This is an optimization exercise on Yosys and OpenROAD, whose aim is small area and a short achievable clock period, not a production implementation. Function was checked by simulation only, so behaviour that the tests miss may differ from the original. Power is estimated from default activity; no workload was simulated.

==> flow/design.v <==
`timescale 1ns/1ps
module qdDecode (
  input  logic [15:0] in,
  output logic isNaR,
  output logic isZero,
  output logic sign,
  output logic [12:0] sig,
  output logic signed [6:0] k
);
  logic [14:0] body;
  logic [13:0] y;
  logic [13:0] above;    
  logic [13:0] hot;      
  logic [3:0] pos;
  logic any;
  logic e;
  assign body = in[15] ? (~in[14:0] + 15'd1) : in[14:0];
  assign y = body[14] ? ~body[13:0] : body[13:0];
  always_comb begin
    above[13] = y[13];
    for (int j = 12; j >= 0; j--) above[j] = above[j+1] | y[j];
    hot[13] = y[13];
    for (int j = 12; j >= 0; j--) hot[j] = y[j] & ~above[j+1];
    any = above[0];
    pos = 4'd0;
    for (int j = 0; j < 14; j++) pos = pos | (hot[j] ? 4'(j) : 4'd0);
    e = 1'b0;
    for (int j = 1; j < 14; j++) e = e | (hot[j] & body[j-1]);
    for (int t = 0; t < 12; t++) sig[t] = (t + 2 <= 13 ? (above[t+2 > 13 ? 13 : t+2] & body[t]) : 1'b0) | hot[t+1];
    sig[12] = hot[13];
    if (!above[2]) sig[0] = 1'b1;
    if (!any) begin
      k = body[14] ? 7'sd28 : -7'sd28;
    end else if (body[14]) begin
      k = (pos == 4'd0) ? 7'sd26 : 7'(7'sd27 - 7'(3 * pos) + 7'(e));
    end else begin
      k = (pos == 4'd0) ? -7'sd28 : 7'(7'(pos) - 7'sd27 + 7'(e));
    end
  end
  assign isNaR = (in == 16'h8000);
  assign isZero = (in == 16'h0000);
  assign sign = in[15];
endmodule
`timescale 1ns/1ps
module qdTerm (
  input  logic        aNaR,
  input  logic        aZero,
  input  logic        aSign,
  input  logic [12:0] aSig,
  input  logic [6:0]  aK,
  input  logic        bNaR,
  input  logic        bZero,
  input  logic        bSign,
  input  logic [12:0] bSig,
  input  logic [6:0]  bK,
  input  logic        hold,
  output logic [47:0] prod,
  output logic [2:0]  shiftHi,
  output logic        neg,
  output logic        nar
);
  logic kill;
  logic [25:0] rawProd;
  logic [6:0] shift;
  logic [62:0] ext;
  assign shift = aK + bK + 7'd56;
  assign kill = hold | aNaR | bNaR | aZero | bZero;
  assign neg = (aSign ^ bSign) & ~kill;
  assign nar = (aNaR | bNaR) & ~hold;
  qdMul mul (.a(aSig), .b(bSig), .inv(neg), .p(rawProd));
  assign ext = {{22{neg}}, rawProd, {15{neg}}} << shift[3:0];
  assign prod = kill ? 48'd0 : ext[62:15];
  assign shiftHi = shift[6:4];
endmodule
module qdMul (
  input  logic [12:0] a,
  input  logic [12:0] b,
  input  logic inv,
  output logic [25:0] p
);
  logic [12:0] pp [13];
  logic [25:0] r0, r1;
  always_comb for (int i = 0; i < 13; i++) pp[i] = b[i] ? a : '0;
  logic fc1;
  logic fc10;
  logic fc100;
  logic fc101;
  logic fc102;
  logic fc103;
  logic fc104;
  logic fc105;
  logic fc106;
  logic fc107;
  logic fc108;
  logic fc109;
  logic fc11;
  logic fc111;
  logic fc112;
  logic fc113;
  logic fc114;
  logic fc115;
  logic fc116;
  logic fc117;
  logic fc118;
  logic fc119;
  logic fc12;
  logic fc120;
  logic fc121;
  logic fc122;
  logic fc123;
  logic fc124;
  logic fc125;
  logic fc126;
  logic fc127;
  logic fc128;
  logic fc129;
  logic fc130;
  logic fc131;
  logic fc14;
  logic fc15;
  logic fc16;
  logic fc17;
  logic fc18;
  logic fc19;
  logic fc21;
  logic fc23;
  logic fc24;
  logic fc26;
  logic fc27;
  logic fc28;
  logic fc29;
  logic fc3;
  logic fc30;
  logic fc31;
  logic fc32;
  logic fc33;
  logic fc34;
  logic fc35;
  logic fc36;
  logic fc37;
  logic fc38;
  logic fc39;
  logic fc4;
  logic fc40;
  logic fc41;
  logic fc42;
  logic fc43;
  logic fc44;
  logic fc45;
  logic fc46;
  logic fc47;
  logic fc48;
  logic fc49;
  logic fc50;
  logic fc51;
  logic fc52;
  logic fc53;
  logic fc54;
  logic fc55;
  logic fc57;
  logic fc59;
  logic fc6;
  logic fc60;
  logic fc61;
  logic fc62;
  logic fc63;
  logic fc64;
  logic fc65;
  logic fc66;
  logic fc67;
  logic fc68;
  logic fc69;
  logic fc7;
  logic fc70;
  logic fc71;
  logic fc72;
  logic fc73;
  logic fc74;
  logic fc75;
  logic fc76;
  logic fc77;
  logic fc78;
  logic fc79;
  logic fc8;
  logic fc80;
  logic fc81;
  logic fc82;
  logic fc83;
  logic fc84;
  logic fc85;
  logic fc86;
  logic fc87;
  logic fc88;
  logic fc89;
  logic fc91;
  logic fc92;
  logic fc93;
  logic fc94;
  logic fc95;
  logic fc96;
  logic fc97;
  logic fc98;
  logic fc99;
  logic fs1;
  logic fs10;
  logic fs100;
  logic fs101;
  logic fs102;
  logic fs103;
  logic fs104;
  logic fs105;
  logic fs106;
  logic fs107;
  logic fs108;
  logic fs109;
  logic fs11;
  logic fs111;
  logic fs112;
  logic fs113;
  logic fs114;
  logic fs115;
  logic fs116;
  logic fs117;
  logic fs118;
  logic fs119;
  logic fs12;
  logic fs120;
  logic fs121;
  logic fs122;
  logic fs123;
  logic fs124;
  logic fs125;
  logic fs126;
  logic fs127;
  logic fs128;
  logic fs129;
  logic fs130;
  logic fs131;
  logic fs14;
  logic fs15;
  logic fs16;
  logic fs17;
  logic fs18;
  logic fs19;
  logic fs21;
  logic fs23;
  logic fs24;
  logic fs26;
  logic fs27;
  logic fs28;
  logic fs29;
  logic fs3;
  logic fs30;
  logic fs31;
  logic fs32;
  logic fs33;
  logic fs34;
  logic fs35;
  logic fs36;
  logic fs37;
  logic fs38;
  logic fs39;
  logic fs4;
  logic fs40;
  logic fs41;
  logic fs42;
  logic fs43;
  logic fs44;
  logic fs45;
  logic fs46;
  logic fs47;
  logic fs48;
  logic fs49;
  logic fs50;
  logic fs51;
  logic fs52;
  logic fs53;
  logic fs54;
  logic fs55;
  logic fs57;
  logic fs59;
  logic fs6;
  logic fs60;
  logic fs61;
  logic fs62;
  logic fs63;
  logic fs64;
  logic fs65;
  logic fs66;
  logic fs67;
  logic fs68;
  logic fs69;
  logic fs7;
  logic fs70;
  logic fs71;
  logic fs72;
  logic fs73;
  logic fs74;
  logic fs75;
  logic fs76;
  logic fs77;
  logic fs78;
  logic fs79;
  logic fs8;
  logic fs80;
  logic fs81;
  logic fs82;
  logic fs83;
  logic fs84;
  logic fs85;
  logic fs86;
  logic fs87;
  logic fs88;
  logic fs89;
  logic fs91;
  logic fs92;
  logic fs93;
  logic fs94;
  logic fs95;
  logic fs96;
  logic fs97;
  logic fs98;
  logic fs99;
  logic hc0;
  logic hc110;
  logic hc13;
  logic hc2;
  logic hc20;
  logic hc22;
  logic hc25;
  logic hc5;
  logic hc56;
  logic hc58;
  logic hc9;
  logic hc90;
  logic hs0;
  logic hs110;
  logic hs13;
  logic hs2;
  logic hs20;
  logic hs22;
  logic hs25;
  logic hs5;
  logic hs56;
  logic hs58;
  logic hs9;
  logic hs90;
  assign {hc0, hs0} = {1'b0, pp[0][9]} + {1'b0, pp[1][8]};
  assign {fc1, fs1} = {1'b0, pp[0][10]} + {1'b0, pp[1][9]} + {1'b0, pp[2][8]};
  assign {hc2, hs2} = {1'b0, pp[3][7]} + {1'b0, pp[4][6]};
  assign {fc3, fs3} = {1'b0, pp[0][11]} + {1'b0, pp[1][10]} + {1'b0, pp[2][9]};
  assign {fc4, fs4} = {1'b0, pp[3][8]} + {1'b0, pp[4][7]} + {1'b0, pp[5][6]};
  assign {hc5, hs5} = {1'b0, pp[6][5]} + {1'b0, pp[7][4]};
  assign {fc6, fs6} = {1'b0, pp[0][12]} + {1'b0, pp[1][11]} + {1'b0, pp[2][10]};
  assign {fc7, fs7} = {1'b0, pp[3][9]} + {1'b0, pp[4][8]} + {1'b0, pp[5][7]};
  assign {fc8, fs8} = {1'b0, pp[6][6]} + {1'b0, pp[7][5]} + {1'b0, pp[8][4]};
  assign {hc9, hs9} = {1'b0, pp[9][3]} + {1'b0, pp[10][2]};
  assign {fc10, fs10} = {1'b0, pp[1][12]} + {1'b0, pp[2][11]} + {1'b0, pp[3][10]};
  assign {fc11, fs11} = {1'b0, pp[4][9]} + {1'b0, pp[5][8]} + {1'b0, pp[6][7]};
  assign {fc12, fs12} = {1'b0, pp[7][6]} + {1'b0, pp[8][5]} + {1'b0, pp[9][4]};
  assign {hc13, hs13} = {1'b0, pp[10][3]} + {1'b0, pp[11][2]};
  assign {fc14, fs14} = {1'b0, pp[2][12]} + {1'b0, pp[3][11]} + {1'b0, pp[4][10]};
  assign {fc15, fs15} = {1'b0, pp[5][9]} + {1'b0, pp[6][8]} + {1'b0, pp[7][7]};
  assign {fc16, fs16} = {1'b0, pp[8][6]} + {1'b0, pp[9][5]} + {1'b0, pp[10][4]};
  assign {fc17, fs17} = {1'b0, pp[3][12]} + {1'b0, pp[4][11]} + {1'b0, pp[5][10]};
  assign {fc18, fs18} = {1'b0, pp[6][9]} + {1'b0, pp[7][8]} + {1'b0, pp[8][7]};
  assign {fc19, fs19} = {1'b0, pp[4][12]} + {1'b0, pp[5][11]} + {1'b0, pp[6][10]};
  assign {hc20, hs20} = {1'b0, pp[0][6]} + {1'b0, pp[1][5]};
  assign {fc21, fs21} = {1'b0, pp[0][7]} + {1'b0, pp[1][6]} + {1'b0, pp[2][5]};
  assign {hc22, hs22} = {1'b0, pp[3][4]} + {1'b0, pp[4][3]};
  assign {fc23, fs23} = {1'b0, pp[0][8]} + {1'b0, pp[1][7]} + {1'b0, pp[2][6]};
  assign {fc24, fs24} = {1'b0, pp[3][5]} + {1'b0, pp[4][4]} + {1'b0, pp[5][3]};
  assign {hc25, hs25} = {1'b0, pp[6][2]} + {1'b0, pp[7][1]};
  assign {fc26, fs26} = {1'b0, hs0} + {1'b0, pp[2][7]} + {1'b0, pp[3][6]};
  assign {fc27, fs27} = {1'b0, pp[4][5]} + {1'b0, pp[5][4]} + {1'b0, pp[6][3]};
  assign {fc28, fs28} = {1'b0, pp[7][2]} + {1'b0, pp[8][1]} + {1'b0, pp[9][0]};
  assign {fc29, fs29} = {1'b0, hc0} + {1'b0, fs1} + {1'b0, hs2};
  assign {fc30, fs30} = {1'b0, pp[5][5]} + {1'b0, pp[6][4]} + {1'b0, pp[7][3]};
  assign {fc31, fs31} = {1'b0, pp[8][2]} + {1'b0, pp[9][1]} + {1'b0, pp[10][0]};
  assign {fc32, fs32} = {1'b0, fc1} + {1'b0, hc2} + {1'b0, fs3};
  assign {fc33, fs33} = {1'b0, fs4} + {1'b0, hs5} + {1'b0, pp[8][3]};
  assign {fc34, fs34} = {1'b0, pp[9][2]} + {1'b0, pp[10][1]} + {1'b0, pp[11][0]};
  assign {fc35, fs35} = {1'b0, fc3} + {1'b0, fc4} + {1'b0, hc5};
  assign {fc36, fs36} = {1'b0, fs6} + {1'b0, fs7} + {1'b0, fs8};
  assign {fc37, fs37} = {1'b0, hs9} + {1'b0, pp[11][1]} + {1'b0, pp[12][0]};
  assign {fc38, fs38} = {1'b0, fc6} + {1'b0, fc7} + {1'b0, fc8};
  assign {fc39, fs39} = {1'b0, hc9} + {1'b0, fs10} + {1'b0, fs11};
  assign {fc40, fs40} = {1'b0, fs12} + {1'b0, hs13} + {1'b0, pp[12][1]};
  assign {fc41, fs41} = {1'b0, fc10} + {1'b0, fc11} + {1'b0, fc12};
  assign {fc42, fs42} = {1'b0, hc13} + {1'b0, fs14} + {1'b0, fs15};
  assign {fc43, fs43} = {1'b0, fs16} + {1'b0, pp[11][3]} + {1'b0, pp[12][2]};
  assign {fc44, fs44} = {1'b0, fc14} + {1'b0, fc15} + {1'b0, fc16};
  assign {fc45, fs45} = {1'b0, fs17} + {1'b0, fs18} + {1'b0, pp[9][6]};
  assign {fc46, fs46} = {1'b0, pp[10][5]} + {1'b0, pp[11][4]} + {1'b0, pp[12][3]};
  assign {fc47, fs47} = {1'b0, fc17} + {1'b0, fc18} + {1'b0, fs19};
  assign {fc48, fs48} = {1'b0, pp[7][9]} + {1'b0, pp[8][8]} + {1'b0, pp[9][7]};
  assign {fc49, fs49} = {1'b0, pp[10][6]} + {1'b0, pp[11][5]} + {1'b0, pp[12][4]};
  assign {fc50, fs50} = {1'b0, fc19} + {1'b0, pp[5][12]} + {1'b0, pp[6][11]};
  assign {fc51, fs51} = {1'b0, pp[7][10]} + {1'b0, pp[8][9]} + {1'b0, pp[9][8]};
  assign {fc52, fs52} = {1'b0, pp[10][7]} + {1'b0, pp[11][6]} + {1'b0, pp[12][5]};
  assign {fc53, fs53} = {1'b0, pp[6][12]} + {1'b0, pp[7][11]} + {1'b0, pp[8][10]};
  assign {fc54, fs54} = {1'b0, pp[9][9]} + {1'b0, pp[10][8]} + {1'b0, pp[11][7]};
  assign {fc55, fs55} = {1'b0, pp[7][12]} + {1'b0, pp[8][11]} + {1'b0, pp[9][10]};
  assign {hc56, hs56} = {1'b0, pp[0][4]} + {1'b0, pp[1][3]};
  assign {fc57, fs57} = {1'b0, pp[0][5]} + {1'b0, pp[1][4]} + {1'b0, pp[2][3]};
  assign {hc58, hs58} = {1'b0, pp[3][2]} + {1'b0, pp[4][1]};
  assign {fc59, fs59} = {1'b0, hs20} + {1'b0, pp[2][4]} + {1'b0, pp[3][3]};
  assign {fc60, fs60} = {1'b0, pp[4][2]} + {1'b0, pp[5][1]} + {1'b0, pp[6][0]};
  assign {fc61, fs61} = {1'b0, hc20} + {1'b0, fs21} + {1'b0, hs22};
  assign {fc62, fs62} = {1'b0, pp[5][2]} + {1'b0, pp[6][1]} + {1'b0, pp[7][0]};
  assign {fc63, fs63} = {1'b0, fc21} + {1'b0, hc22} + {1'b0, fs23};
  assign {fc64, fs64} = {1'b0, fs24} + {1'b0, hs25} + {1'b0, pp[8][0]};
  assign {fc65, fs65} = {1'b0, fc23} + {1'b0, fc24} + {1'b0, hc25};
  assign {fc66, fs66} = {1'b0, fs26} + {1'b0, fs27} + {1'b0, fs28};
  assign {fc67, fs67} = {1'b0, fc26} + {1'b0, fc27} + {1'b0, fc28};
  assign {fc68, fs68} = {1'b0, fs29} + {1'b0, fs30} + {1'b0, fs31};
  assign {fc69, fs69} = {1'b0, fc29} + {1'b0, fc30} + {1'b0, fc31};
  assign {fc70, fs70} = {1'b0, fs32} + {1'b0, fs33} + {1'b0, fs34};
  assign {fc71, fs71} = {1'b0, fc32} + {1'b0, fc33} + {1'b0, fc34};
  assign {fc72, fs72} = {1'b0, fs35} + {1'b0, fs36} + {1'b0, fs37};
  assign {fc73, fs73} = {1'b0, fc35} + {1'b0, fc36} + {1'b0, fc37};
  assign {fc74, fs74} = {1'b0, fs38} + {1'b0, fs39} + {1'b0, fs40};
  assign {fc75, fs75} = {1'b0, fc38} + {1'b0, fc39} + {1'b0, fc40};
  assign {fc76, fs76} = {1'b0, fs41} + {1'b0, fs42} + {1'b0, fs43};
  assign {fc77, fs77} = {1'b0, fc41} + {1'b0, fc42} + {1'b0, fc43};
  assign {fc78, fs78} = {1'b0, fs44} + {1'b0, fs45} + {1'b0, fs46};
  assign {fc79, fs79} = {1'b0, fc44} + {1'b0, fc45} + {1'b0, fc46};
  assign {fc80, fs80} = {1'b0, fs47} + {1'b0, fs48} + {1'b0, fs49};
  assign {fc81, fs81} = {1'b0, fc47} + {1'b0, fc48} + {1'b0, fc49};
  assign {fc82, fs82} = {1'b0, fs50} + {1'b0, fs51} + {1'b0, fs52};
  assign {fc83, fs83} = {1'b0, fc50} + {1'b0, fc51} + {1'b0, fc52};
  assign {fc84, fs84} = {1'b0, fs53} + {1'b0, fs54} + {1'b0, pp[12][6]};
  assign {fc85, fs85} = {1'b0, fc53} + {1'b0, fc54} + {1'b0, fs55};
  assign {fc86, fs86} = {1'b0, pp[10][9]} + {1'b0, pp[11][8]} + {1'b0, pp[12][7]};
  assign {fc87, fs87} = {1'b0, fc55} + {1'b0, pp[8][12]} + {1'b0, pp[9][11]};
  assign {fc88, fs88} = {1'b0, pp[10][10]} + {1'b0, pp[11][9]} + {1'b0, pp[12][8]};
  assign {fc89, fs89} = {1'b0, pp[9][12]} + {1'b0, pp[10][11]} + {1'b0, pp[11][10]};
  assign {hc90, hs90} = {1'b0, pp[0][3]} + {1'b0, pp[1][2]};
  assign {fc91, fs91} = {1'b0, hs56} + {1'b0, pp[2][2]} + {1'b0, pp[3][1]};
  assign {fc92, fs92} = {1'b0, hc56} + {1'b0, fs57} + {1'b0, hs58};
  assign {fc93, fs93} = {1'b0, fc57} + {1'b0, hc58} + {1'b0, fs59};
  assign {fc94, fs94} = {1'b0, fc59} + {1'b0, fc60} + {1'b0, fs61};
  assign {fc95, fs95} = {1'b0, fc61} + {1'b0, fc62} + {1'b0, fs63};
  assign {fc96, fs96} = {1'b0, fc63} + {1'b0, fc64} + {1'b0, fs65};
  assign {fc97, fs97} = {1'b0, fc65} + {1'b0, fc66} + {1'b0, fs67};
  assign {fc98, fs98} = {1'b0, fc67} + {1'b0, fc68} + {1'b0, fs69};
  assign {fc99, fs99} = {1'b0, fc69} + {1'b0, fc70} + {1'b0, fs71};
  assign {fc100, fs100} = {1'b0, fc71} + {1'b0, fc72} + {1'b0, fs73};
  assign {fc101, fs101} = {1'b0, fc73} + {1'b0, fc74} + {1'b0, fs75};
  assign {fc102, fs102} = {1'b0, fc75} + {1'b0, fc76} + {1'b0, fs77};
  assign {fc103, fs103} = {1'b0, fc77} + {1'b0, fc78} + {1'b0, fs79};
  assign {fc104, fs104} = {1'b0, fc79} + {1'b0, fc80} + {1'b0, fs81};
  assign {fc105, fs105} = {1'b0, fc81} + {1'b0, fc82} + {1'b0, fs83};
  assign {fc106, fs106} = {1'b0, fc83} + {1'b0, fc84} + {1'b0, fs85};
  assign {fc107, fs107} = {1'b0, fc85} + {1'b0, fc86} + {1'b0, fs87};
  assign {fc108, fs108} = {1'b0, fc87} + {1'b0, fc88} + {1'b0, fs89};
  assign {fc109, fs109} = {1'b0, fc89} + {1'b0, pp[10][12]} + {1'b0, pp[11][11]};
  assign {hc110, hs110} = {1'b0, pp[0][2]} + {1'b0, pp[1][1]};
  assign {fc111, fs111} = {1'b0, hs90} + {1'b0, pp[2][1]} + {1'b0, pp[3][0]};
  assign {fc112, fs112} = {1'b0, hc90} + {1'b0, fs91} + {1'b0, pp[4][0]};
  assign {fc113, fs113} = {1'b0, fc91} + {1'b0, fs92} + {1'b0, pp[5][0]};
  assign {fc114, fs114} = {1'b0, fc92} + {1'b0, fs93} + {1'b0, fs60};
  assign {fc115, fs115} = {1'b0, fc93} + {1'b0, fs94} + {1'b0, fs62};
  assign {fc116, fs116} = {1'b0, fc94} + {1'b0, fs95} + {1'b0, fs64};
  assign {fc117, fs117} = {1'b0, fc95} + {1'b0, fs96} + {1'b0, fs66};
  assign {fc118, fs118} = {1'b0, fc96} + {1'b0, fs97} + {1'b0, fs68};
  assign {fc119, fs119} = {1'b0, fc97} + {1'b0, fs98} + {1'b0, fs70};
  assign {fc120, fs120} = {1'b0, fc98} + {1'b0, fs99} + {1'b0, fs72};
  assign {fc121, fs121} = {1'b0, fc99} + {1'b0, fs100} + {1'b0, fs74};
  assign {fc122, fs122} = {1'b0, fc100} + {1'b0, fs101} + {1'b0, fs76};
  assign {fc123, fs123} = {1'b0, fc101} + {1'b0, fs102} + {1'b0, fs78};
  assign {fc124, fs124} = {1'b0, fc102} + {1'b0, fs103} + {1'b0, fs80};
  assign {fc125, fs125} = {1'b0, fc103} + {1'b0, fs104} + {1'b0, fs82};
  assign {fc126, fs126} = {1'b0, fc104} + {1'b0, fs105} + {1'b0, fs84};
  assign {fc127, fs127} = {1'b0, fc105} + {1'b0, fs106} + {1'b0, fs86};
  assign {fc128, fs128} = {1'b0, fc106} + {1'b0, fs107} + {1'b0, fs88};
  assign {fc129, fs129} = {1'b0, fc107} + {1'b0, fs108} + {1'b0, pp[12][9]};
  assign {fc130, fs130} = {1'b0, fc108} + {1'b0, fs109} + {1'b0, pp[12][10]};
  assign {fc131, fs131} = {1'b0, fc109} + {1'b0, pp[11][12]} + {1'b0, pp[12][11]};
  assign r0 = {1'b0, fc131, fc130, fc129, fc128, fc127, fc126, fc125, fc124, fc123, fc122, fc121, fc120, fc119, fc118, fc117, fc116, fc115, fc114, fc113, fc112, fc111, hc110, hs110, pp[0][1], pp[0][0]};
  assign r1 = {1'b0, pp[12][12], fs131, fs130, fs129, fs128, fs127, fs126, fs125, fs124, fs123, fs122, fs121, fs120, fs119, fs118, fs117, fs116, fs115, fs114, fs113, fs112, fs111, pp[2][0], pp[1][0], 1'b0};
  qdAdd #(.W(26)) fin (.a(r0), .b(r1), .ci(1'b0), .inv(inv), .s(p));
endmodule
`timescale 1ns/1ps
module qdAccum (
  input  logic         clk,
  input  logic         clear,
  input  logic [47:0]  prod,
  input  logic [7:0]   fill,
  input  logic [7:0]   place,
  input  logic         neg,
  input  logic         termNaR,
  output logic [127:0] quire,
  output logic         quireNaR
);
  logic [127:0] aligned;
  logic [127:0] sum;
  always_comb begin
    aligned = '0;
    for (int j = 0; j < 8; j++) begin
      aligned = aligned | (({80'd0, prod} << (16 * j)) & {128{place[j]}});
    end
    for (int k = 0; k < 8; k++) begin
      aligned[16*k +: 16] = aligned[16*k +: 16] | {16{fill[k]}};
    end
  end
  qdAdd #(.W(128)) add (.a(quire), .b(aligned), .ci(neg), .inv(1'b0), .s(sum));
  always_ff @(posedge clk) begin
    if (clear) begin
      quire <= '0;
      quireNaR <= 1'b0;
    end else begin
      quire <= sum;
      quireNaR <= quireNaR | termNaR;
    end
  end
endmodule
module qdAdd #(
  parameter int W = 128
) (
  input  logic [W-1:0] a,
  input  logic [W-1:0] b,
  input  logic         ci,
  input  logic         inv,
  output logic [W-1:0] s
);
  localparam int L = $clog2(W);
  logic [W-1:0] p0, g0;
  logic [W-1:0] g, p;
  logic [W-1:0] c;
  always_comb begin
    p0 = a ^ b;
    g0 = a & b;
    g = g0;
    p = p0;
    g[0] = g0[0] | (p0[0] & ci);
    for (int l = 0; l < L; l++) begin
      for (int i = (2 << l) - 1; i < W; i += (2 << l)) begin
        g[i] = g[i] | (p[i] & g[i - (1 << l)]);
        p[i] = p[i] & p[i - (1 << l)];
      end
    end
    for (int l = L - 2; l >= 0; l--) begin
      for (int i = (3 << l) - 1; i < W; i += (2 << l)) begin
        g[i] = g[i] | (p[i] & g[i - (1 << l)]);
        p[i] = p[i] & p[i - (1 << l)];
      end
    end
    c = {g[W-2:0], ci};
    s = p0 ^ {W{inv}} ^ c;
  end
endmodule
`timescale 1ns/1ps
module qdRound (
  input  logic [127:0] quire,
  input  logic         quireNaR,
  output logic [15:0]  result
);
  logic s;
  logic [83:0] v;
  logic posBig, negBig, big, tiny, isZero;
  logic [5:0] aPos, aNeg, a;
  logic [5:0] sh;
  logic [16:0] pat;
  logic [13:0] msk;
  logic cut, odd;
  logic [45:0] x5;
  logic [30:0] x4;
  logic [22:0] x3;
  logic [18:0] x2;
  logic [16:0] x1;
  logic [14:0] w;
  logic [80:0] po;
  logic [55:0] stk;
  logic sticky;
  logic inc;
  logic [16:0] ext;
  logic [14:0] e0, e1, em1;
  logic [3:0] m;
  logic g, t0, c, step;
  logic [15:0] main;
  assign s = quire[127];
  assign v = quire[83:0] ^ {84{s}};
  assign posBig = !s && (|quire[126:84]);
  assign negBig = s && !((&quire[126:84]) && (|quire[83:0]));
  assign big = posBig || negBig;
  assign tiny = s ? (&quire[83:28]) : !(|quire[83:28]);
  assign isZero = !s && !(|quire[126:0]);
  qdLead #(.W(64)) leadPos (.x({8'd0, quire[83:28]}), .pos(aPos));
  qdLead #(.W(64)) leadNeg (.x({8'd0, ~quire[83:28]}), .pos(aNeg));
  assign a = s ? aNeg : aPos;
  positRoundTable tab (.a, .sh, .pat, .msk, .cut, .odd);
  always_comb begin
    x5 = sh[5] ? {26'd0, v[83:58]} : v[71:26];
    x4 = sh[4] ? {1'b0, x5[45:16]} : x5[30:0];
    x3 = sh[3] ? x4[30:8] : x4[22:0];
    x2 = sh[2] ? x3[22:4] : x3[18:0];
    x1 = sh[1] ? x2[18:2] : x2[16:0];
    w = sh[0] ? x1[15:1] : x1[14:0];
  end
  always_comb begin
    po = quire[80:0];
    for (int l = 0; l < 7; l++) begin
      for (int i = 0; i < 81; i++) begin
        if ((i >> l) % 2 == 1) po[i] = po[i] | po[((i >> l) << l) - 1];
      end
    end
  end
  assign stk = po[80:25];
  positRoundSticky pick (.a, .stk, .sticky);
  assign inc = s && !sticky;
  assign ext = pat | {3'd0, w[13:0] & msk};
  assign e0 = ext[16:2];
  assign e1 = e0 + 15'd1;
  assign em1 = e0 - 15'd1;
  assign m = {1'b0, w[2:0]} + {3'd0, inc};
  always_comb begin
    if (cut) begin
      g = odd && (m[3] || m[1] || m[0]);
      t0 = odd && (m[3] || m[1]);
      c = 1'b0;
    end else begin
      g = ext[1] ^ (inc && ext[0]);
      t0 = ext[0] ^ inc;
      c = inc && ext[1] && ext[0];
    end
  end
  assign step = c || (g && (t0 || sticky || e0[0]));
  assign main = s ? (step ? ~{1'b0, e0} : ~{1'b0, em1})
                  : (step ? {1'b0, e1} : {1'b0, e0});
  always_comb begin
    if (quireNaR) begin
      result = 16'h8000;
    end else if (isZero) begin
      result = 16'h0000;
    end else if (big) begin
      result = s ? 16'h8001 : 16'h7FFF;
    end else if (tiny) begin
      result = s ? 16'hFFFF : 16'h0001;
    end else begin
      result = main;
    end
  end
endmodule
module qdLead #(
  parameter int W = 64
) (
  input  logic [W-1:0] x,
  output logic [$clog2(W)-1:0] pos
);
  if (W == 2) begin : g_leaf
    assign pos = x[1];
  end else begin : g_node
    localparam int H = W / 2;
    logic [$clog2(H)-1:0] ph, pl;
    logic vh;
    qdLead #(.W(H)) hi (.x(x[W-1:H]), .pos(ph));
    qdLead #(.W(H)) lo (.x(x[H-1:0]), .pos(pl));
    assign vh = |x[W-1:H];
    assign pos = vh ? {1'b1, ph} : {1'b0, pl};
  end
endmodule
`timescale 1ns/1ps
module positRoundTable (
  input  logic [5:0]  a,
  output logic [5:0]  sh,
  output logic [16:0] pat,
  output logic [13:0] msk,
  output logic        cut,
  output logic        odd
);
  always_comb begin
    case (a)
      6'd0: begin sh = 6'd0; pat = 17'h00004; msk = 14'h0000; cut = 1'b1; odd = 1'b0; end
      6'd1: begin sh = 6'd1; pat = 17'h00004; msk = 14'h0000; cut = 1'b1; odd = 1'b1; end
      6'd2: begin sh = 6'd2; pat = 17'h00008; msk = 14'h0003; cut = 1'b0; odd = 1'b0; end
      6'd3: begin sh = 6'd3; pat = 17'h0000C; msk = 14'h0003; cut = 1'b0; odd = 1'b0; end
      6'd4: begin sh = 6'd3; pat = 17'h00010; msk = 14'h0007; cut = 1'b0; odd = 1'b0; end
      6'd5: begin sh = 6'd4; pat = 17'h00018; msk = 14'h0007; cut = 1'b0; odd = 1'b0; end
      6'd6: begin sh = 6'd4; pat = 17'h00020; msk = 14'h000F; cut = 1'b0; odd = 1'b0; end
      6'd7: begin sh = 6'd5; pat = 17'h00030; msk = 14'h000F; cut = 1'b0; odd = 1'b0; end
      6'd8: begin sh = 6'd5; pat = 17'h00040; msk = 14'h001F; cut = 1'b0; odd = 1'b0; end
      6'd9: begin sh = 6'd6; pat = 17'h00060; msk = 14'h001F; cut = 1'b0; odd = 1'b0; end
      6'd10: begin sh = 6'd6; pat = 17'h00080; msk = 14'h003F; cut = 1'b0; odd = 1'b0; end
      6'd11: begin sh = 6'd7; pat = 17'h000C0; msk = 14'h003F; cut = 1'b0; odd = 1'b0; end
      6'd12: begin sh = 6'd7; pat = 17'h00100; msk = 14'h007F; cut = 1'b0; odd = 1'b0; end
      6'd13: begin sh = 6'd8; pat = 17'h00180; msk = 14'h007F; cut = 1'b0; odd = 1'b0; end
      6'd14: begin sh = 6'd8; pat = 17'h00200; msk = 14'h00FF; cut = 1'b0; odd = 1'b0; end
      6'd15: begin sh = 6'd9; pat = 17'h00300; msk = 14'h00FF; cut = 1'b0; odd = 1'b0; end
      6'd16: begin sh = 6'd9; pat = 17'h00400; msk = 14'h01FF; cut = 1'b0; odd = 1'b0; end
      6'd17: begin sh = 6'd10; pat = 17'h00600; msk = 14'h01FF; cut = 1'b0; odd = 1'b0; end
      6'd18: begin sh = 6'd10; pat = 17'h00800; msk = 14'h03FF; cut = 1'b0; odd = 1'b0; end
      6'd19: begin sh = 6'd11; pat = 17'h00C00; msk = 14'h03FF; cut = 1'b0; odd = 1'b0; end
      6'd20: begin sh = 6'd11; pat = 17'h01000; msk = 14'h07FF; cut = 1'b0; odd = 1'b0; end
      6'd21: begin sh = 6'd12; pat = 17'h01800; msk = 14'h07FF; cut = 1'b0; odd = 1'b0; end
      6'd22: begin sh = 6'd12; pat = 17'h02000; msk = 14'h0FFF; cut = 1'b0; odd = 1'b0; end
      6'd23: begin sh = 6'd13; pat = 17'h03000; msk = 14'h0FFF; cut = 1'b0; odd = 1'b0; end
      6'd24: begin sh = 6'd13; pat = 17'h04000; msk = 14'h1FFF; cut = 1'b0; odd = 1'b0; end
      6'd25: begin sh = 6'd14; pat = 17'h06000; msk = 14'h1FFF; cut = 1'b0; odd = 1'b0; end
      6'd26: begin sh = 6'd14; pat = 17'h08000; msk = 14'h3FFF; cut = 1'b0; odd = 1'b0; end
      6'd27: begin sh = 6'd15; pat = 17'h0C000; msk = 14'h3FFF; cut = 1'b0; odd = 1'b0; end
      6'd28: begin sh = 6'd16; pat = 17'h10000; msk = 14'h3FFF; cut = 1'b0; odd = 1'b0; end
      6'd29: begin sh = 6'd17; pat = 17'h14000; msk = 14'h3FFF; cut = 1'b0; odd = 1'b0; end
      6'd30: begin sh = 6'd19; pat = 17'h18000; msk = 14'h1FFF; cut = 1'b0; odd = 1'b0; end
      6'd31: begin sh = 6'd20; pat = 17'h1A000; msk = 14'h1FFF; cut = 1'b0; odd = 1'b0; end
      6'd32: begin sh = 6'd22; pat = 17'h1C000; msk = 14'h0FFF; cut = 1'b0; odd = 1'b0; end
      6'd33: begin sh = 6'd23; pat = 17'h1D000; msk = 14'h0FFF; cut = 1'b0; odd = 1'b0; end
      6'd34: begin sh = 6'd25; pat = 17'h1E000; msk = 14'h07FF; cut = 1'b0; odd = 1'b0; end
      6'd35: begin sh = 6'd26; pat = 17'h1E800; msk = 14'h07FF; cut = 1'b0; odd = 1'b0; end
      6'd36: begin sh = 6'd28; pat = 17'h1F000; msk = 14'h03FF; cut = 1'b0; odd = 1'b0; end
      6'd37: begin sh = 6'd29; pat = 17'h1F400; msk = 14'h03FF; cut = 1'b0; odd = 1'b0; end
      6'd38: begin sh = 6'd31; pat = 17'h1F800; msk = 14'h01FF; cut = 1'b0; odd = 1'b0; end
      6'd39: begin sh = 6'd32; pat = 17'h1FA00; msk = 14'h01FF; cut = 1'b0; odd = 1'b0; end
      6'd40: begin sh = 6'd34; pat = 17'h1FC00; msk = 14'h00FF; cut = 1'b0; odd = 1'b0; end
      6'd41: begin sh = 6'd35; pat = 17'h1FD00; msk = 14'h00FF; cut = 1'b0; odd = 1'b0; end
      6'd42: begin sh = 6'd37; pat = 17'h1FE00; msk = 14'h007F; cut = 1'b0; odd = 1'b0; end
      6'd43: begin sh = 6'd38; pat = 17'h1FE80; msk = 14'h007F; cut = 1'b0; odd = 1'b0; end
      6'd44: begin sh = 6'd40; pat = 17'h1FF00; msk = 14'h003F; cut = 1'b0; odd = 1'b0; end
      6'd45: begin sh = 6'd41; pat = 17'h1FF40; msk = 14'h003F; cut = 1'b0; odd = 1'b0; end
      6'd46: begin sh = 6'd43; pat = 17'h1FF80; msk = 14'h001F; cut = 1'b0; odd = 1'b0; end
      6'd47: begin sh = 6'd44; pat = 17'h1FFA0; msk = 14'h001F; cut = 1'b0; odd = 1'b0; end
      6'd48: begin sh = 6'd46; pat = 17'h1FFC0; msk = 14'h000F; cut = 1'b0; odd = 1'b0; end
      6'd49: begin sh = 6'd47; pat = 17'h1FFD0; msk = 14'h000F; cut = 1'b0; odd = 1'b0; end
      6'd50: begin sh = 6'd49; pat = 17'h1FFE0; msk = 14'h0007; cut = 1'b0; odd = 1'b0; end
      6'd51: begin sh = 6'd50; pat = 17'h1FFE8; msk = 14'h0007; cut = 1'b0; odd = 1'b0; end
      6'd52: begin sh = 6'd52; pat = 17'h1FFF0; msk = 14'h0003; cut = 1'b0; odd = 1'b0; end
      6'd53: begin sh = 6'd53; pat = 17'h1FFF4; msk = 14'h0003; cut = 1'b0; odd = 1'b0; end
      6'd54: begin sh = 6'd54; pat = 17'h1FFF8; msk = 14'h0000; cut = 1'b1; odd = 1'b0; end
      6'd55: begin sh = 6'd55; pat = 17'h1FFF8; msk = 14'h0000; cut = 1'b1; odd = 1'b1; end
      default: begin sh = 6'd0; pat = 17'h00000; msk = 14'h0000; cut = 1'b0; odd = 1'b0; end
    endcase
  end
endmodule
module positRoundSticky (
  input  logic [5:0]  a,
  input  logic [55:0] stk,
  output logic        sticky
);
  logic [63:0] byA;
  assign byA[0] = stk[0];
  assign byA[1] = stk[1];
  assign byA[2] = stk[2];
  assign byA[3] = stk[3];
  assign byA[4] = stk[3];
  assign byA[5] = stk[4];
  assign byA[6] = stk[4];
  assign byA[7] = stk[5];
  assign byA[8] = stk[5];
  assign byA[9] = stk[6];
  assign byA[10] = stk[6];
  assign byA[11] = stk[7];
  assign byA[12] = stk[7];
  assign byA[13] = stk[8];
  assign byA[14] = stk[8];
  assign byA[15] = stk[9];
  assign byA[16] = stk[9];
  assign byA[17] = stk[10];
  assign byA[18] = stk[10];
  assign byA[19] = stk[11];
  assign byA[20] = stk[11];
  assign byA[21] = stk[12];
  assign byA[22] = stk[12];
  assign byA[23] = stk[13];
  assign byA[24] = stk[13];
  assign byA[25] = stk[14];
  assign byA[26] = stk[14];
  assign byA[27] = stk[15];
  assign byA[28] = stk[16];
  assign byA[29] = stk[17];
  assign byA[30] = stk[19];
  assign byA[31] = stk[20];
  assign byA[32] = stk[22];
  assign byA[33] = stk[23];
  assign byA[34] = stk[25];
  assign byA[35] = stk[26];
  assign byA[36] = stk[28];
  assign byA[37] = stk[29];
  assign byA[38] = stk[31];
  assign byA[39] = stk[32];
  assign byA[40] = stk[34];
  assign byA[41] = stk[35];
  assign byA[42] = stk[37];
  assign byA[43] = stk[38];
  assign byA[44] = stk[40];
  assign byA[45] = stk[41];
  assign byA[46] = stk[43];
  assign byA[47] = stk[44];
  assign byA[48] = stk[46];
  assign byA[49] = stk[47];
  assign byA[50] = stk[49];
  assign byA[51] = stk[50];
  assign byA[52] = stk[52];
  assign byA[53] = stk[53];
  assign byA[54] = stk[54];
  assign byA[55] = stk[55];
  assign byA[63:56] = 8'd0;
  assign sticky = byA[a];
endmodule
`timescale 1ns/1ps
module quireDotApb (
  input  logic        clk,
  input  logic        rst,
  input  logic        psel,
  input  logic        penable,
  input  logic        pwrite,
  input  logic [7:0]  paddr,
  input  logic [31:0] pwdata,
  output logic [31:0] prdata,
  output logic        pready,
  output logic        pslverr
);
  localparam logic [7:0] RegOpA = 8'h00;
  localparam logic [7:0] RegOpB = 8'h04;
  localparam logic [7:0] RegCtrl = 8'h08;
  localparam logic [7:0] RegResult = 8'h0C;
  logic setup;
  logic hitA, hitB, hitC, hitR;
  logic rstQ, clrQ;
  logic wrA, wrB;
  logic accNext;
  logic [15:0] stg;
  logic [15:0] opA, opB;
  logic dNaR, dZero, dSign;
  logic [12:0] dSig;
  logic [6:0] dK;
  logic aNaR, aZero, aSign, bNaR, bZero, bSign;
  logic [12:0] aSig, bSig;
  logic [6:0] aK, bK;
  logic [47:0] prod;
  logic [2:0] shiftHi;
  logic neg, nar;
  logic [47:0] tProd;
  logic [7:0] tPlace;
  logic [7:0] tFill;
  logic [7:0] place, covered;
  logic tNeg, tNaR;
  logic [127:0] quire;
  logic quireNaR;
  logic [15:0] result;
  logic [15:0] rdata;
  logic err;
  assign setup = psel && !penable;
  assign hitA = (paddr == RegOpA);
  assign hitB = (paddr == RegOpB);
  assign hitC = (paddr == RegCtrl);
  assign hitR = (paddr == RegResult);
  always_ff @(posedge clk) begin
    rstQ <= rst;
    clrQ <= rst || (setup && pwrite && hitC && pwdata[0]);
    wrA <= setup && pwrite && hitA;
    wrB <= setup && pwrite && hitB;
    stg <= pwdata[15:0];
  end
  qdDecode dec (.in(stg), .isNaR(dNaR), .isZero(dZero), .sign(dSign), .sig(dSig), .k(dK));
  always_ff @(posedge clk) begin
    if (rstQ) begin
      opA <= '0;
      aNaR <= 1'b0;
      aZero <= 1'b1;
    end else if (wrA) begin
      opA <= stg;
      aNaR <= dNaR;
      aZero <= dZero;
    end
    if (rstQ) begin
      opB <= '0;
      bNaR <= 1'b0;
      bZero <= 1'b1;
    end else if (wrB) begin
      opB <= stg;
      bNaR <= dNaR;
      bZero <= dZero;
    end
    if (wrA) begin
      aSign <= dSign;
      aSig <= dSig;
      aK <= dK;
    end
    if (wrB) begin
      bSign <= dSign;
      bSig <= dSig;
      bK <= dK;
    end
  end
  qdTerm term (
    .aNaR, .aZero, .aSign, .aSig, .aK,
    .bNaR, .bZero, .bSign, .bSig, .bK,
    .hold(rstQ),
    .prod, .shiftHi, .neg, .nar
  );
  assign accNext = setup && pwrite && hitC && pwdata[1];
  assign place = 8'd1 << shiftHi;
  assign covered = place | (place << 1) | (place << 2);
  always_ff @(posedge clk) begin
    tProd <= prod;
    tPlace <= accNext ? place : 8'd0;
    tFill <= (accNext && neg) ? ~covered : 8'd0;
    tNeg <= accNext && neg;
    tNaR <= accNext && nar;
  end
  qdAccum accum (
    .clk, .clear(clrQ),
    .prod(tProd), .fill(tFill), .place(tPlace), .neg(tNeg), .termNaR(tNaR),
    .quire, .quireNaR
  );
  qdRound round (.quire, .quireNaR, .result);
  always_ff @(posedge clk) begin
    rdata <= ({16{hitA && !rstQ}} & opA) | ({16{hitB && !rstQ}} & opB) | ({16{hitR && !rstQ}} & result);
    err <= !(hitA || hitB || hitC || hitR) || (pwrite && hitR);
  end
  assign prdata = {16'h0000, rdata};
  assign pready = 1'b1;
  assign pslverr = err;
endmodule
==> flow/run.sh <==
#!/bin/bash
# synth_recipe.tcl (not shown) runs the flow's synth.tcl, then flattens the netlist and writes it again
# the make line also repeats each setting of config.mk as NAME=value (left out here)
make -C /OpenROAD-flow-scripts/flow DESIGN_CONFIG=/design/flow/config.mk WORK_HOME=/design/flow/orfs CLKGATE_MAP_FILE= SYNTH_SCRIPT=/design/flow/synth_recipe.tcl finish
==> flow/config.mk <==
export PLATFORM = sky130hd
export DESIGN_NAME = quireDotApb
export DESIGN_NICKNAME = quireDotApb
export VERILOG_FILES = /design/flow/design.v
export SDC_FILE = /design/flow/constraint.sdc
export NUM_CORES = 4
export LEC_CHECK = 0
export ABC_AREA = 1
export CAP_MARGIN = 20
export CORE_MARGIN = 2
export CORE_UTILIZATION = 50
export PLACE_DENSITY = 0.65
export SETUP_SLACK_MARGIN = 0.5
export SLEW_MARGIN = 20
==> flow/constraint.sdc <==
create_clock -name core_clock -period 22.0 [get_ports {clk}]
set_input_delay 4.4000 -clock core_clock [delete_from_list [all_inputs] [get_ports {clk}]]
set_output_delay 4.4000 -clock core_clock [all_outputs]
set_load 0.01 [all_outputs]
==> results of run 1 <==
layer usage:
metal / global-route usage / up-vias / wire length [um]
met5: 0 / - / 0
met4: 0.0847 / 0 / 2600
li1: - / 14400 / -
met2: 0.462 / 934 / 42100
met1: 0.390 / 13400 / 40700
met3: 0.0436 / 162 / 6630
worst paths after layout:
path	to	slack, ns
worst min register to register	accum.quireNaR	0.43
worst max-delay path	rdata[6]	14.86
worst max register to register	rdata[6]	14.86
worst min-delay path	accum.quireNaR	0.43
cell type report:
cell class                 instances  area (um2)  area share
clock buffer                      54        1100      0.0330
multi-input combinational       3320       21000       0.629
clock inverter                    13         186     0.00559
sequential                       304        6520       0.195
antenna                            1        2.50   0.0000750
tap                              837        1050      0.0314
timing repair buffer              59         556      0.0167
inverter                         785        2960      0.0888
where the power goes:
group,switching (uW),total [uW],internal (uW),leakage (uW)
registers,3.44,573,569,0.00250
logic,58.5,92.6,34.1,0.0131
clock network,261,639,377,0.000628
total,323,1300,981,0.0162
cell families (layout without fill, tap and decap cells):
group | count (synthesis) | count (layout) | share of synthesized area
compound gates | 733 | 733 | 0.134
xor+xnor | 186 | 186 | 0.0523
fa+ha+maj | 383 | 383 | 0.198
buf+inv | 968 | 911 | 0.124
flops | 304 | 304 | 0.208
mux | 6 | 6 | 0.00192
other cells | 2 | 18 | 0.000240
simple gates | 1995 | 1995 | 0.282
stage by stage:
step           utilization  instances  total power, uW
6_report             0.539       5373             1300
5_1_grt              0.539       5372             1350
4_1_cts              0.539       5372             1320
3_5_place_dp         0.518       5305              677
3_3_place_gp         0.518       5305              676
2_1_floorplan            -       4592              657
state kept, by name, indices dropped and copies added, names as in the netlist, 7 cells and up:
name and cells:
bSig 13, accum.quire 128, bK 7, tFill 8, aK 7, rdata 16, opB 16, opA 16
tPlace 8, tProd 42, aSig 13, stg 16
layout by cell type (no fill, tap or decap), drive strengths merged, types with 119 or more instances in the layout:
cell,count
a21oi,235
dfxtp,262
fa,187
ha,196
inv,778
nand2,1113
nand3,336
nor2,396
o21ai,270
xor2,119
worst register-to-register path, delay by kind of cell, from the launching register on:
family	cells	cell delay (ns)
buffers and inverters	4	0.89
AOI/OAI and AO/OA	3	0.67
DFF	1	0.62
adders and majority gates	2	0.55
and+or+nand+nor	30	4.32
==> summary.md, run 1 <==
| Metric | Value |
|---|---|
| RSZ-0062 raised after global routing | no |
| CTS tree | built |
| Crit. End Element | register |
| CP bufs+invs | 4 |
| Fin crit share | 0.325 |
| # H-tree levels | 2 |
| Count leader, synth | nand2_1 |
| Final setup vio count | 0 |
| Post-synth EDFFs | 42 |
| Worst hold path startpoint | tNaR |
| Hold_ws | 0.428 ns |
| Critical Path RT | 22.46 ns |
| Setup ws final | 14.86 ns |
| Total wire length | 92100 um |
| Worst Clk Skew | 0.0362 ns |
| CTS hold repair buffers | 0 |
| Leading area contributor after synthesis | dfxtp_1 |
| Dpl cell area | 32100 um2 |
| Synthesized netlist cell count | 4577 |
| Peak supply drop | 57.9 uV |
| Num CTS Buffers | 37 |
| Vias per inst | 5.39 |
| Iter 0 DRT Violations | 2750 |
| Number of global-route vias before repair | 27000 |
| Layout area overhead | 6.59% |
| DR pass1 iterations | 6 |
| Die Wd | 254 um |
| Sink Count | 304 |
| Area of the die | 64600 um2 |
| Most frequent cells after synthesis | nand2_1, inv_1, nor2_1 |
| Maximum clock rate | 0.140 GHz |
| Max-slew headroom | 0.279 |
| Worst Path Max Fanout | 20 |
| PwrDens | 39.1 nW/um2 |
| Antenna viol nets, final | 0 |
| Syn avg cell area | 6.83 um2 |
| Area of the core | 61800 um2 |
| Cell family with most CP delay | simple AND/OR/NAND/NOR gates |
| Yosys warnings | 9 |
| CP peak stage delay | 0.62 ns |
| Instance count on the critical path | 39 |
| Vias post-DR | 28900 |
| #FFs+latches synth | 304 |
| GP Congestion | 0.989 |
| Mapped cell area | 31300 um2 |
| Share of cells above drive strength 1 | 0.0531 |
| Synth Flop Type | dfxtp_1 |
| Crit path top cell by count | nand2_1 |
| Fill cells | 6251 |
| Synth top area share | 0.168 |
| Clk Latency, worst-skew pair | 0.58 ns |
| Die H | 254 um |
| Wire per inst | 17.1 um |
| Distinct cells, synth | 72 |
| Status | complete, no violations |
| Leak Pwr | 0.0162 uW |
| GRT overflow | 0 |
| Minimum clock period | 7.14 ns |
| Setup TNS | 0 ns |
| Post-CTS Repair Setup Buffers | 0 |
| Sequential cell area fraction in the yosys report | 0.208 |
| DRC violations left | 0 |
| Gr usage total | 0.284 |
| Design area | 33300 um2 |
| Slowest CP cell | dfxtp_1 |
| Startpoint types | register |
| Dominant cells by area after synthesis | dfxtp_1, nand2_1, fa_1 |
| HP Class | register to register |
| Clock slew at reported path FFs | 0.06 ns |
| Final hold vios | 0 |
| FP Rows | 91 |
| Crit Reg-Reg Startpoint | accum.quire[38] |
| Clk buf depth | 3 |
| CP Launch Point | accum.quire[38] |
| Largest net degree at the start of global routing | 67 |
| Max Slew Vio Count | 0 |
| PortBufs | 45 |
| Place WS | 15.09 ns |
| Maxcap violations | 0 |
| Worst reg-to-reg path cell count | 39 |
| Asr flop ratio synth | 0 |
| I/O Pins | 79 |
| Crit path DAT | 7.60 ns |
| # nets final | 4935 |
| First-pass GRT wire length | 146000 um |
| Post-CTS Resized | 0 |
| Critical path class | register to register |
| Hold Path Depth | 2 |
| Initial antenna violation count | 1 |
| Root Buffer | clkbuf_16 |
| Dpl hpwl | 70100 um |
| Initial core utilization | 0.506 |
| Slew @ Worst Pin | 1.08 ns |
==> run 2: changes to the inputs <==
==> flow/flow/run.sh (new file) <==
#!/bin/bash
set -euo pipefail
bash standard.sh SETUP_SLACK_MARGIN=15.8 finish > standard.log 2>&1
==> flow/standard.sh (new file) <==
#!/bin/bash
# synth_recipe.tcl (not shown) runs the flow's synth.tcl, then flattens the netlist and writes it again
# the make line also repeats each setting of config.mk as NAME=value (left out here)
make -C /OpenROAD-flow-scripts/flow DESIGN_CONFIG=/design/flow/config.mk WORK_HOME=/design/flow/orfs CLKGATE_MAP_FILE= SYNTH_SCRIPT=/design/flow/synth_recipe.tcl "${@:-finish}"
--- a/flow/config.mk
+++ b/flow/config.mk
@@ -10,5 +10,4 @@
 export CORE_MARGIN = 2
 export CORE_UTILIZATION = 50
 export PLACE_DENSITY = 0.65
-export SETUP_SLACK_MARGIN = 0.5
 export SLEW_MARGIN = 20
removed: flow/run.sh
==> summary.md, run 2 <==
| Metric | Value |
|---|---|
| Status | complete, no violations |
| Antenna viol nets, final | 0 (unchanged) |
| Post-synth EDFFs | 42 (unchanged) |
| Vias post-DR | 29300 (+1.3%) |
| Synth Flop Type | dfxtp_1 |
| Crit path DAT | 6.49 ns (-1.11 ns) |
| Slew @ Worst Pin | 1.09 ns (+0.0133 ns) |
| Largest register FFs | 128 (unchanged) |
| Leak Pwr | 0.0166 uW (+2.3%) |
| Worst reg-to-reg path cell count | 26 (-33%) |
| Critical Path RT | 22.48 ns (+0.02 ns) |
| Root Buffer | clkbuf_16 |
| Die Wd | 254 um (unchanged) |
| Clock slew at reported path FFs | 0.06 ns (about the same) |
| N_diodes | 0 (-1) |
| Initial antenna violation count | 1 (unchanged) |
| Number of global-route vias before repair | 27000 (+0.16%) |
| Dominant cells by area after synthesis | dfxtp_1, nand2_1, fa_1 |
| GRT overflow | 0 (unchanged) |
| Largest regs | accum.quire: 128 flops, tProd: 42 flops |
| Leading area contributor after synthesis | dfxtp_1 |
| Maximum clock rate | 0.166 GHz (+19%) |
| # H-tree levels | 2 (unchanged) |
| Sink Count | 304 (unchanged) |
| Mapped cell area | 31300 um2 (unchanged) |
| Most frequent cells after synthesis | nand2_1, inv_1, nor2_1 |
| Gr usage total | 0.285 (+0.000661) |
| Crit Reg-Reg Startpoint | aSig[12] |
| Most frequent cells in the layout | nand2_1, inv_1, nor2_1 |
| Area of the die | 64600 um2 (unchanged) |
| CP peak stage delay | 0.48 ns (-0.14 ns) |
| Yosys warnings | 9 (unchanged) |
| Minimum clock period | 6.01 ns (-1.13 ns) |
| Distinct cells, synth | 72 (unchanged) |
| Reg with most FFs | accum.quire |
| Largest net degree at the start of global routing | 67 (unchanged) |
| Total wire length | 93700 um (+1.7%) |
| FP Rows | 91 (unchanged) |
| Peak supply drop | 58.1 uV (+0.23%) |
| Clk Latency, worst-skew pair | 0.58 ns (about the same) |
| # nets final | 4991 (+1.1%) |
| Max-slew headroom | 0.271 (-0.00886) |
| Min-Delay Endpoint | accum.quireNaR |
| #FFs+latches synth | 304 (unchanged) |
| Initial core utilization | 0.506 (unchanged) |
| CTS tree | built |
| Max Slew Vio Count | 0 (unchanged) |
| Count leader, synth | nand2_1 |
| Sequential cell area fraction in the yosys report | 0.208 (unchanged) |
| Layout area overhead | 8.92% |
| DR pass1 iterations | 6 (unchanged) |
| Most common cell after layout, fill and taps aside | nand2_1 |
| Crit. End Element | register |
| RR Endpoint | tProd[32] |
| Area of the multi-input gates | 21200 um2 (+0.95%) |
| Synth top area share | 0.168 (unchanged) |
| First-pass GRT wire length | 146000 um (+0.23%) |
| Dpl hpwl | 70100 um (unchanged) |
| DRC violations left | 0 (unchanged) |
| Final setup vio count | 0 (unchanged) |
| Clk buf depth | 3 (unchanged) |
| Iter 0 DRT Violations | 2948 (+7.2%) |
| Synthesized netlist cell count | 4577 (unchanged) |
| GP Congestion | 0.989 (unchanged) |
| Fill cells | 6168 (-1.3%) |
| Worst Clk Skew | 0.0355 ns (-0.000705 ns) |
| Syn avg cell area | 6.83 um2 (unchanged) |
| Final hold vios | 0 (unchanged) |
| Wire per inst | 17.3 um (+0.69%) |
| PortBufs | 45 (unchanged) |
| Startpoint types | primary input |
| Fin crit share | 0.273 (-0.0514) |
| I/O Pins | 79 (unchanged) |
| Vias per inst | 5.40 (+0.28%) |
| HP Class | register to register |
| Share of cells above drive strength 1 | 0.0797 (+0.0266) |
| Maxcap violations | 0 (unchanged) |
| Slowest CP cell | clkdlybuf4s50_1 |
| Setup TNS | 0 ns (unchanged) |
| Hold_ws | 0.429 ns (+0.00103 ns) |
| Die H | 254 um (unchanged) |
| Critical path class | primary input to register |
| Asr flop ratio synth | 0 (unchanged) |
| Worst Path Max Fanout | 7 (-65%) |
| Area of the core | 61800 um2 (unchanged) |
| RSZ-0062 raised after global routing | no |
| Worst hold path startpoint | tNaR |
| Crit-path cells | clkdlybuf4s50_1 > nand2_1 > nor2_1 > inv_1 > nor2_1 > inv_1 > nor3_1 > nand2_2 > nor2_1 > inv_1 > a21oi_1 |
| Num CTS Buffers | 37 (unchanged) |
| R2r setup slk | 16.12 ns (+1.26 ns) |
| PwrDens | 38.3 nW/um2 (-2.1%) |
| Seq. cell area | 6570 um2 (+0.83%) |
| Hold Path Depth | 2 (unchanged) |
-- run 2: cell counts after synthesis --
Identical to the previous run, type by type.
-- run 2: per-layer routing --
metal	wire length (um)	vias to the layer above	global-route usage
met3	6630	157	0.0435
met5	12	-	0
met2	43200	984	0.465
met1	41300	13600	0.391
li1	-	14600	-
met4	2530	2	0.0834
-- run 2: layout make-up --
class,instances,share of cell area
timing repair buffer,114,0.0298
clock inverter,13,0.00547
tap,837,0.0307
multi-input combinational,3321,0.621
clock buffer,54,0.0323
inverter,785,0.0874
sequential,304,0.193
-- run 2: worst max-delay path: cells and delay by family --
| kind | cells | cell delay (ns) |
|---|---|---|
| AND/OR/NAND/NOR | 6 | 1.12 |
| AO/OA/AOI/OAI | 1 | 0.19 |
| buffers and inverters | 4 | 0.78 |
-- run 2: worst max-delay path by stage --
stage | from | end | slack, ns
detailed placement | accum.quire[127] | rdata[6] | 15.09
global route | aSig[12] | tProd[32] | 15.77
CTS | tFill[0] | accum.quire[127] | 15.68
global placement | accum.quire[127] | rdata[6] | 15.07
floorplan | paddr[5] | rdata[12] | 16.25
finish | pwrite | tFill[4] | 15.99
-- run 2: power by group --
part	total (uW)	switching, uW	internal [uW]
clock network	639	262	377
registers	572	3.38	569
logic	93.3	59.0	34.2
-- run 2: cells by family (layout without fill, tap and decap cells) --
group	Yosys count	after routing	share of synthesized area
buf+inv	968	966	0.124
simple gates	1995	1996	0.282
other cells	2	17	0.000240
fa+ha+maj	383	383	0.198
mux	6	6	0.00192
compound gates	733	733	0.134
xor+xnor	186	186	0.0523
flops	304	304	0.208
-- run 2: what timing repair did --
action,4_1_cts,5_1_grt
gates cloned,0,1
pin swaps,0,2
buffers inserted,2,53
hold buffers,0,0
setup endpoints to repair,42,62
resized for setup,15,78
-- run 2: metrics by stage --
| step | cell area, um2 | cells | utilization | setup slack (ns) | total power (uW) |
|---|---|---|---|---|---|
| floorplan | 31300 | 4592 | - | 16.25 | 657 |
| global placement | 32100 | 5305 | 0.518 | 15.07 | 676 |
| detailed placement | 32100 | 5305 | 0.518 | 15.09 | 677 |
| CTS | 33400 | 5374 | 0.540 | 15.68 | 1320 |
| global route | 34100 | 5428 | 0.551 | 15.77 | 1350 |
| finish | 34100 | 5428 | 0.551 | 15.99 | 1310 |
==> run 3: changes to the inputs <==
--- a/flow/design.v
+++ b/flow/design.v
@@ -485,6 +485,7 @@
 module qdAccum (
   input  logic         clk,
   input  logic         clear,
+  input  logic         acc,
   input  logic [47:0]  prod,
   input  logic [7:0]   fill,
   input  logic [7:0]   place,
@@ -498,20 +499,20 @@
   always_comb begin
     aligned = '0;
     for (int j = 0; j < 8; j++) begin
-      aligned = aligned | (({80'd0, prod} << (16 * j)) & {128{place[j]}});
+      aligned = aligned | (({80'd0, prod} << (16 * j)) & {128{place[j] & acc}});
     end
     for (int k = 0; k < 8; k++) begin
-      aligned[16*k +: 16] = aligned[16*k +: 16] | {16{fill[k]}};
+      aligned[16*k +: 16] = aligned[16*k +: 16] | {16{fill[k] & acc}};
     end
   end
-  qdAdd #(.W(128)) add (.a(quire), .b(aligned), .ci(neg), .inv(1'b0), .s(sum));
+  qdAdd #(.W(128)) add (.a(quire), .b(aligned), .ci(neg & acc), .inv(1'b0), .s(sum));
   always_ff @(posedge clk) begin
     if (clear) begin
       quire <= '0;
       quireNaR <= 1'b0;
     end else begin
       quire <= sum;
-      quireNaR <= quireNaR | termNaR;
+      quireNaR <= quireNaR | (termNaR & acc);
     end
   end
 endmodule
@@ -818,6 +819,7 @@
   logic rstQ, clrQ;
   logic wrA, wrB;
   logic accNext;
+  logic doAcc;
   logic [15:0] stg;
   logic [15:0] opA, opB;
   logic dNaR, dZero, dSign;
@@ -893,14 +895,15 @@
   assign covered = place | (place << 1) | (place << 2);
   always_ff @(posedge clk) begin
     tProd <= prod;
-    tPlace <= accNext ? place : 8'd0;
-    tFill <= (accNext && neg) ? ~covered : 8'd0;
-    tNeg <= accNext && neg;
-    tNaR <= accNext && nar;
+    doAcc <= accNext;
+    tPlace <= place;
+    tFill <= neg ? ~covered : 8'd0;
+    tNeg <= neg;
+    tNaR <= nar;
   end
   qdAccum accum (
     .clk, .clear(clrQ),
-    .prod(tProd), .fill(tFill), .place(tPlace), .neg(tNeg), .termNaR(tNaR),
+    .acc(doAcc), .prod(tProd), .fill(tFill), .place(tPlace), .neg(tNeg), .termNaR(tNaR),
     .quire, .quireNaR
   );
   qdRound round (.quire, .quireNaR, .result);
==> flow/flow/run.sh (replaced) <==
#!/bin/bash
set -euo pipefail
bash standard.sh SETUP_SLACK_MARGIN=16.0 finish > standard.log 2>&1
==> summary.md, run 3 <==
| Metric | Value |
|---|---|
| # nets final | 4975 (-0.32%) |
| Setup ws final | 16.05 ns (+0.0606 ns) |
| M1 GR Usage | 0.396 (+0.00507) |
| Most frequent cells after synthesis | nand2_1, inv_1, nor2_1 |
| Slew @ Worst Pin | 1.00 ns (-0.0939 ns) |
| Die H | 253 um (-0.55%) |
| Place WS | 14.64 ns (-0.450 ns) |
| Number of global-route vias before repair | 27100 (+0.19%) |
| Layout Utilization | 0.555 (+0.00426) |
| Dominant cells by area after synthesis | dfxtp_1, nand2_1, fa_1 |
| Critical path class | register to register |
| DR pass1 iterations | 6 (unchanged) |
| Total wire length | 94300 um (+0.66%) |
| I/O Pins | 79 (unchanged) |
| Largest net degree at the start of global routing | 95 (+42%) |
| Num CTS Buffers | 37 (unchanged) |
| Crit path top cell by count | nand2_2 |
| CP bufs+invs | 3 (-1) |
| GP Congestion | 0.987 (-0.26%) |
| Asr flop ratio synth | 0 (unchanged) |
| # H-tree levels | 2 (unchanged) |
| GR Util met2 | 0.461 (-0.00373) |
| Largest register FFs | 128 (unchanged) |
| Synthesized netlist cell count | 4527 (-1.1%) |
| Root Buffer | clkbuf_16 |
| Final setup vio count | 0 (unchanged) |
| Synth Flop Type | dfxtp_1 |
| Worst Clk Skew | 0.0385 ns (+0.00299 ns) |
| Clk pwr share | 0.485 (-0.005) |
| HP Class | register to register |
| Clk Latency, worst-skew pair | 0.58 ns (about the same) |
| Synth top area share | 0.170 (+0.00253) |
| Post-synth EDFFs | 42 (unchanged) |
| Initial antenna violation count | 0 (-1) |
| Peak supply drop | 68.5 uV (+18%) |
| CP peak stage delay | 0.55 ns (+0.07 ns) |
| GRT overflow | 0 (unchanged) |
| Most frequent cells in the layout | nand2_1, inv_1, nor2_1 |
| Leading area contributor after synthesis | dfxtp_1 |
| Crit path DAT | 6.40 ns (-0.09 ns) |
| Sequential Power Share | 0.443 (+0.004) |
| Sequential cell area fraction in the yosys report | 0.211 (+0.00299) |
| Count leader, synth | nand2_1 |
| Dpl hpwl | 69000 um (-1.6%) |
| Clk buf depth | 3 (unchanged) |
| Die Wd | 253 um (-0.55%) |
| Most common cell after layout, fill and taps aside | nand2_1 |
| Layout area overhead | 10.4% |
| Largest regs | accum.quire: 128 flops, tProd: 42 flops |
| Fin crit share | 0.271 (-0.00275) |
| Worst Path Max Fanout | 6 (-1) |
| Crit. End Element | register |
| Distinct cells, synth | 64 (-11%) |
| Sink Count | 305 (+0.33%) |
| FP Rows | 91 (unchanged) |
| First-pass GRT wire length | 147000 um (+0.58%) |
| Combinational Power Share | 0.072 (about the same) |
| Cell family with most CP delay | adder cells |
| Switching power share of the total | 0.257 (+0.00799) |
| Wire per inst | 17.6 um (+1.8%) |
| Slowest CP cell | edfxtp_1 |
| Share of cells above drive strength 1 | 0.0878 (+0.00813) |
| Final hold vios | 0 (unchanged) |
| Status | complete, no violations |
| Minimum clock period | 5.95 ns (-0.0606 ns) |
| PortBufs | 45 (unchanged) |
| Max-slew headroom | 0.332 (+0.0610) |
| Iter 0 DRT Violations | 3042 (+3.2%) |
| Gr usage total | 0.289 (+0.00428) |
| PwrDens | 37.9 nW/um2 (-0.92%) |
| Max Slew Vio Count | 0 (unchanged) |
| Design area | 34100 um2 (+0.22%) |
| Maximum clock rate | 0.168 GHz (+1.0%) |
| Total power | 1300 uW (-0.70%) |
| Vias post-DR | 29500 (+0.67%) |
| Mapped cell area | 30900 um2 (-1.1%) |
| Maxcap violations | 0 (unchanged) |
| R2r setup slk | 16.05 ns (-0.07 ns) |
| M3 GR Usage | 0.0562 (+0.0128) |
| DRC violations left | 0 (unchanged) |
| Critical Path RT | 22.45 ns (-0.03 ns) |
| Area of the die | 63900 um2 (-1.1%) |
| CTS tree | built |
| Syn avg cell area | 6.83 um2 (about the same) |
| Dpl cell area | 31700 um2 (-1.1%) |
| Clock slew at reported path FFs | 0.06 ns (about the same) |
| N_diodes | 0 (unchanged) |
| Initial core utilization | 0.503 (-0.00285) |
| Vias per inst | 5.50 (+1.8%) |
| RSZ-0062 raised after global routing | yes |
| Startpoint types | register |
| Power Internal | 963 uW (-1.8%) |
| Setup TNS | 0 ns (unchanged) |
| Yosys warnings | 9 (unchanged) |
| Reg with most FFs | accum.quire |
| Sw Pwr | 332 uW (+2.5%) |
| Global route hottest layer | met2 |
| #FFs+latches synth | 305 (+0.33%) |
| Antenna viol nets, final | 0 (unchanged) |
| Area of the core | 61500 um2 (-0.55%) |
| Leak Pwr | 0.0165 uW (-0.12%) |
## run 3: changes by cell type in the layout (fill, tap and decap cells not counted), sizes merged, moves of 12 or more
cell,before,now
clkbuf,55,42
nand3,336,284
a21oi,235,190
buf,68,98
nor3,32,75
nor2,396,469
o22ai,60,48
nand2,1114,1079
inv,776,758
nand3b,18,6
o2111ai,4,19
o21ai,270,247
## run 3: per-layer routing
layer,routed length (um),vias to the layer above
li1,-,14500
met2,42100,1170
met1,40900,13600
met3,8320,216
met5,0,-
met4,3010,0
## run 3: final timing paths
path            start              to  cells after the start
max          aSig[10]       tProd[23]                     29
min              tNaR  accum.quireNaR                      2
max reg2reg  aSig[10]       tProd[23]                     29
min reg2reg      tNaR  accum.quireNaR                      2
## run 3: power groups by stage
stage	clock [uW]	combinational (uW)	sequential, uW
2_1_floorplan	0	70.2	585
3_3_place_gp	0	87.5	586
3_5_place_dp	0	88.2	586
4_1_cts	640	89.1	574
5_1_grt	660	105	574
6_report	629	93.3	574
## run 3: cells by family (layout without fill, tap and decap cells)
kind of cell	after synthesis	after routing	share of synthesized area
flops	305	305	0.211
xor+xnor	186	186	0.0527
mux	7	7	0.00227
simple gates	2019	2021	0.282
other cells	2	17	0.000243
fa+ha+maj	383	383	0.200
compound gates	683	683	0.131
buf+inv	942	974	0.121
## run 3: final cells by class
type	instances	area, um2
Fill cell	6058	27300
Multi-Input combinational cell	3297	21200
Sequential cell	305	6570
Inverter	763	2890
Timing Repair Buffer	143	1260
Clock buffer	42	996
Tap cell	790	988
Clock inverter	26	249
## run 3: through the flow
step / hold slack, ns / instances
CTS: 0.460 / 5338
floorplan: 0.424 / 4542
detailed placement: 0.450 / 5213
global placement: 0.442 / 5213
finish: 0.453 / 5366
global route: 0.482 / 5366
## run 3: worst min-delay path: stages (launching register included)
cell and delay (ns):
dfxtp_1 0.30, nand2_1 0.06, a21oi_1 0.05
## run 3: repair_timing
action	in CTS	in global routing
hold buffers	0	0
setup endpoints to repair	89	65
buffers inserted	57	25
gates cloned	0	2
resized for setup	32	113
pin swaps	4	26

afterwards: timing with drivers on the ports:
How much do the figures lean on ideal ports? The routed layouts below were timed once more, with nothing changed but the port constraints. Step 1 (the two cells are an assumption about what drives the block):
set clk [get_ports {clk}]
set_driving_cell -lib_cell sky130_fd_sc_hd__clkbuf_16 $clk
set_driving_cell -lib_cell sky130_fd_sc_hd__buf_2 [delete_from_list [all_inputs] $clk]
Step 2, shift: input delay + t, output delay - t, t = (earliest + latest rising clock arrival at the registers) / 2. This alone moves slack from input paths to output paths. a / b / c = ideal / step 1 / step 2; a / b = the first two.
run	shift t [ns]	slack for setup (ns)	hold WS [ns]
run 1	0.629	14.855 / 14.855 / 14.855	0.428 / 0.428 / 0.428
run 2	0.627	15.986 / 16.020 / 15.393	0.429 / 0.429 / 0.429
run 3	0.633	16.047 / 16.047 / 15.604	0.453 / 0.453 / 0.453
After both steps setup and hold are still met in every run listed. For run 2, which loses most, drivers alone change the setup slack by +0.034 ns; drivers and shift together by -0.593 ns.
